This is an optimization exercise on Yosys and OpenROAD, whose aim is small area and a short achievable clock period, not a production implementation.
Only simulation tests tie the RTL to the original design; equivalence was not proved.

== oak ==
==> flow/design.v (excerpt) <==
module bfly_engine_top #(
  parameter int data_width = DATA_WIDTH,
  parameter int bu_par     = BU_PAR,
  parameter int frac_bits  = FRAC_BITS
) (
  input  logic                           clk,
  input  logic                           rst_n,
  input  logic                           up_vld,
  input  logic signed [data_width-1:0]   up_dat,
  input  logic                           cfg_we,
  input  logic [CFG_ADDR_W-1:0]          cfg_addr,
  input  logic [CFG_DATA_W-1:0]          cfg_wdata,
  output logic                           dn_vld,
  output logic [2*bu_par*data_width-1:0] dn_dat
);
==> module bfly_engine_top, before the edit <==
module bfly_engine_top #(
  parameter int data_width = DATA_WIDTH,
  parameter int bu_par     = BU_PAR,
  parameter int frac_bits  = FRAC_BITS
) (
  input  logic                           clk,
  input  logic                           rst_n,
  input  logic                           up_vld,
  input  logic signed [data_width-1:0]   up_dat,
  input  logic                           cfg_we,
  input  logic [CFG_ADDR_W-1:0]          cfg_addr,
  input  logic [CFG_DATA_W-1:0]          cfg_wdata,
  output logic                           dn_vld,
  output logic [2*bu_par*data_width-1:0] dn_dat
);
  localparam int DW = 16;
  logic                  in_vld, in_we;
  logic [DW-1:0]         in_dat;
  logic [CFG_ADDR_W-1:0] in_addr;
  logic [CFG_DATA_W-1:0] in_wdata;
  assign in_vld   = up_vld;
  assign in_dat   = up_dat;
  assign in_we    = cfg_we;
  assign in_addr  = cfg_addr;
  assign in_wdata = cfg_wdata;
  logic [2:0]    lane_cnt;
  logic          grp_last;            
  logic          grp_done;            
  logic [DW-1:0] slot [7];
  logic [DW-1:0] samp_s [8];
  assign grp_last = in_vld && (lane_cnt == 3'd7);
  always_ff @(posedge clk or negedge rst_n) begin
    if (!rst_n) begin
      lane_cnt <= '0;
      grp_done <= 1'b0;
    end else begin
      grp_done <= grp_last;
      if (in_vld) lane_cnt <= lane_cnt + 3'd1;
    end
  end
  always_ff @(posedge clk) begin
    for (int k = 0; k < 7; k++) begin
      if (in_vld && lane_cnt == 3'(k)) slot[k] <= in_dat;
    end
    if (grp_last) begin
      for (int j = 0; j < 7; j++) samp_s[j] <= slot[j];
      samp_s[7] <= in_dat;
    end
  end
  logic [9:0]    cfg_set;
  logic [23:0]   perm_q, rec_q;
  logic [DW-1:0] coef_q [16];
  logic [23:0]   perm_eff, rec_eff;
  logic [DW-1:0] coef_eff [16];
  logic [23:0]   ident;
  always_ff @(posedge clk or negedge rst_n) begin
    if (!rst_n) begin
      cfg_set <= '0;
    end else if (in_we) begin
      for (int w = 0; w < 10; w++) begin
        if (in_addr == 4'(w)) cfg_set[w] <= 1'b1;
      end
    end
  end
  always_ff @(posedge clk) begin
    if (in_we) begin
      if (in_addr == 4'd0) perm_q <= in_wdata[23:0];
      if (in_addr == 4'd1) rec_q  <= in_wdata[23:0];
      for (int m = 0; m < 8; m++) begin
        if (in_addr == 4'(2 + m)) begin
          coef_q[2*m]   <= in_wdata[15:0];
          coef_q[2*m+1] <= in_wdata[31:16];
        end
      end
    end
  end
  for (genvar i = 0; i < 8; i++) begin : g_ident
    assign ident[3*i +: 3] = 3'(i);
  end
  assign perm_eff = cfg_set[0] ? perm_q : ident;
  assign rec_eff  = cfg_set[1] ? rec_q  : ident;
  for (genvar n = 0; n < 16; n++) begin : g_coef_eff
    assign coef_eff[n] = cfg_set[2 + n/2] ? coef_q[n] : '0;
  end
  logic [2*DW-1:0] coef_s [7];
  logic [23:0]     perm_s;
  logic [23:0]     rec_s;
  logic            busy;                
  logic [2:0]      step;
  logic            act;
  logic [2:0]      k_now;
  logic [5:0]      perm_pair;
  logic [2*DW-1:0] coef_pair;
  logic [23:0]     rec_now;
  always_ff @(posedge clk or negedge rst_n) begin
    if (!rst_n) begin
      busy <= 1'b0;
      step <= '0;
    end else begin
      if (grp_done) begin
        busy <= 1'b1;
        step <= 3'd1;
      end else if (busy) begin
        step <= step + 3'd1;
        if (step == 3'd7) busy <= 1'b0;
      end
    end
  end
  logic [23:0] perm_byp;
  logic [5:0]  sel_q;
  assign perm_byp = (in_we && in_addr == 4'd0) ? in_wdata[23:0] : perm_eff;
  always_ff @(posedge clk) begin
    if (grp_last) begin
      sel_q <= perm_byp[5:0];
    end else if (busy && step[0] && step != 3'd7) begin
      sel_q <= perm_s[6*(step[2:1]+2'd1) +: 6];
    end
  end
  always_ff @(posedge clk) begin
    if (grp_done) begin
      rec_s  <= rec_eff;
      perm_s <= perm_eff;
    end
    for (int m = 0; m < 7; m++) begin
      if (grp_done || m == 6) begin
        coef_s[m] <= {coef_eff[4*((m+1)/2) + 2 + (m+1)%2], coef_eff[4*((m+1)/2) + (m+1)%2]};
      end else begin
        coef_s[m] <= coef_s[m+1];
      end
    end
  end
  assign act       = grp_done || busy;
  assign k_now     = grp_done ? 3'd0 : step;
  assign perm_pair = sel_q;
  logic [DW-1:0] pick_a, pick_b;
  always_comb begin
    pick_a = '0;
    pick_b = '0;
    for (int j = 0; j < 8; j++) begin
      pick_a |= samp_s[j] & {DW{perm_pair[2:0] == 3'(j)}};
      pick_b |= samp_s[j] & {DW{perm_pair[5:3] == 3'(j)}};
    end
  end
  assign coef_pair = grp_done ? {coef_eff[2], coef_eff[0]} : coef_s[0];
  assign rec_now   = grp_done ? rec_eff : rec_s;
  logic [DW-1:0] y;
  logic [7:0]    mask;
  logic [7:0]    mask_d [DOT_STAGES+1];
  logic          last_d [DOT_STAGES+1];
  bfly_dot dot_i (
    .clk (clk),
    .a0  (pick_a),
    .a1  (pick_b),
    .b0  (coef_pair[DW-1:0]),
    .b1  (coef_pair[2*DW-1:DW]),
    .y   (y)
  );
  for (genvar i = 0; i < 8; i++) begin : g_mask
    assign mask[i] = act && (rec_now[3*i +: 3] == k_now);
  end
  assign mask_d[0] = mask;
  assign last_d[0] = busy && (step == 3'd7);
  always_ff @(posedge clk or negedge rst_n) begin
    if (!rst_n) begin
      for (int s = 1; s <= DOT_STAGES; s++) last_d[s] <= 1'b0;
      dn_vld <= 1'b0;
    end else begin
      for (int s = 1; s <= DOT_STAGES; s++) last_d[s] <= last_d[s-1];
      dn_vld <= last_d[DOT_STAGES];
    end
  end
  always_ff @(posedge clk) begin
    for (int s = 1; s <= DOT_STAGES; s++) mask_d[s] <= mask_d[s-1];
  end
  always_ff @(posedge clk) begin
    for (int i = 0; i < 8; i++) begin
      if (mask_d[DOT_STAGES][i]) dn_dat[DW*i +: DW] <= y;
    end
  end
endmodule
export LEC_CHECK = 0
export CAP_MARGIN = 20
export CELL_PAD_IN_SITES_DETAIL_PLACEMENT = 1
export CELL_PAD_IN_SITES_GLOBAL_PLACEMENT = 1
export CORE_MARGIN = 2
export CORE_UTILIZATION = 65
export PLACE_DENSITY = 0.75
export SLEW_MARGIN = 60
create_clock -name core_clock -period 8.0 [get_ports {clk}]
standard.sh (not shown) runs the stock make flow with config.mk's settings and CLKGATE_MAP_FILE= SYNTH_SCRIPT=/design/flow/synth_recipe.tcl, a recipe that flattens the netlist after the stock synthesis.
==> flow/flow/run.sh <==
#!/bin/bash
# The standard layout (the standard.sh, which runs the standard synthesis
# unchanged), with these ORFS arguments set:
#  - port buffers use buf_2 instead of the default delay-cell buffer;
#  - clock tree synthesis uses clkbuf_16, clusters of up to 30 sinks within
#    60 um, and inserts no dummy balancing loads;
#  - timing repair aims for 5.25 ns of setup slack (a 2.75 ns period).
# Each tool's full output goes to the ORFS logs under orfs/logs, and the
# make output to standard.log here.
set -euo pipefail
export BUFFER_PORTS_ARGS="-buffer_cell sky130_fd_sc_hd__buf_2"
export CTS_ARGS="-sink_clustering_enable -repair_clock_nets -buf_list sky130_fd_sc_hd__clkbuf_16 -sink_clustering_size 30 -sink_clustering_max_diameter 60 -dont_use_dummy_load"
bash standard.sh SETUP_SLACK_MARGIN=5.25 finish > standard.log 2>&1
> inputs changed (oak -> pine)
--- a/flow/design.v
+++ b/flow/design.v
@@ -1233,31 +1233,22 @@
       end
     end
   end
   assign act       = grp_done || busy;
   assign k_now     = grp_done ? 3'd0 : step;
   assign perm_pair = sel_q;
-  logic [DW-1:0] pick_a, pick_b;
-  always_comb begin
-    pick_a = '0;
-    pick_b = '0;
-    for (int j = 0; j < 8; j++) begin
-      pick_a |= samp_s[j] & {DW{perm_pair[2:0] == 3'(j)}};
-      pick_b |= samp_s[j] & {DW{perm_pair[5:3] == 3'(j)}};
-    end
-  end
   assign coef_pair = grp_done ? {coef_eff[2], coef_eff[0]} : coef_s[0];
   assign rec_now   = grp_done ? rec_eff : rec_s;
   logic [DW-1:0] y;
   logic [7:0]    mask;
   logic [7:0]    mask_d [DOT_STAGES+1];
   logic          last_d [DOT_STAGES+1];
   bfly_dot dot_i (
     .clk (clk),
-    .a0  (pick_a),
-    .a1  (pick_b),
+    .a0  (samp_s[perm_pair[2:0]]),
+    .a1  (samp_s[perm_pair[5:3]]),
     .b0  (coef_pair[DW-1:0]),
     .b1  (coef_pair[2*DW-1:DW]),
     .y   (y)
   );
   for (genvar i = 0; i < 8; i++) begin : g_mask
     assign mask[i] = act && (rec_now[3*i +: 3] == k_now);
==> comparison <==
pine finished end to end and its layout was clean on timing, DRC and antenna. [compare] base=oak new=pine: clock-pin transition on the worst setup and hold timing paths closely matched the old numbers, global-route usage decreased by 0.59 points relative to the old numbers. Relative to oak, the number of standard cells in the layout, taps in and fillers out measured on pine has increased slightly. The final reports for pine and oak show initial detailed-routing violation count lower in the former.

-- port drivers added, routing unchanged --
No port has a modelled driver above. Below, the same layouts with a new extraction and two added sets of constraints.
Step 1: set_driving_cell puts a clkbuf_16 on clk and a buf_2 on each other input, an assumption about the parent block.
Step 2 moves the port delays by t, midway between the first and last clock arrival at a register: inputs arrive t later, outputs are due t later. That takes back most of the time a late clock gives input paths.
Three values: ideal ports, drivers, drivers and shift; two values: the first two.
run	shift t [ns]	slack for setup (ns)	hold WS [ns]	cell pins on the clock port's net
oak	0.679	5.160 / 5.091 / 4.627	0.307 / 0.307 / 0.307	1
pine	0.689	5.131 / 5.060 / 4.623	0.326 / 0.326 / 0.326	1
After both steps setup and hold are still met in every run listed. For oak, which loses most, drivers alone change the setup slack by -0.069 ns; drivers and shift together by -0.533 ns.
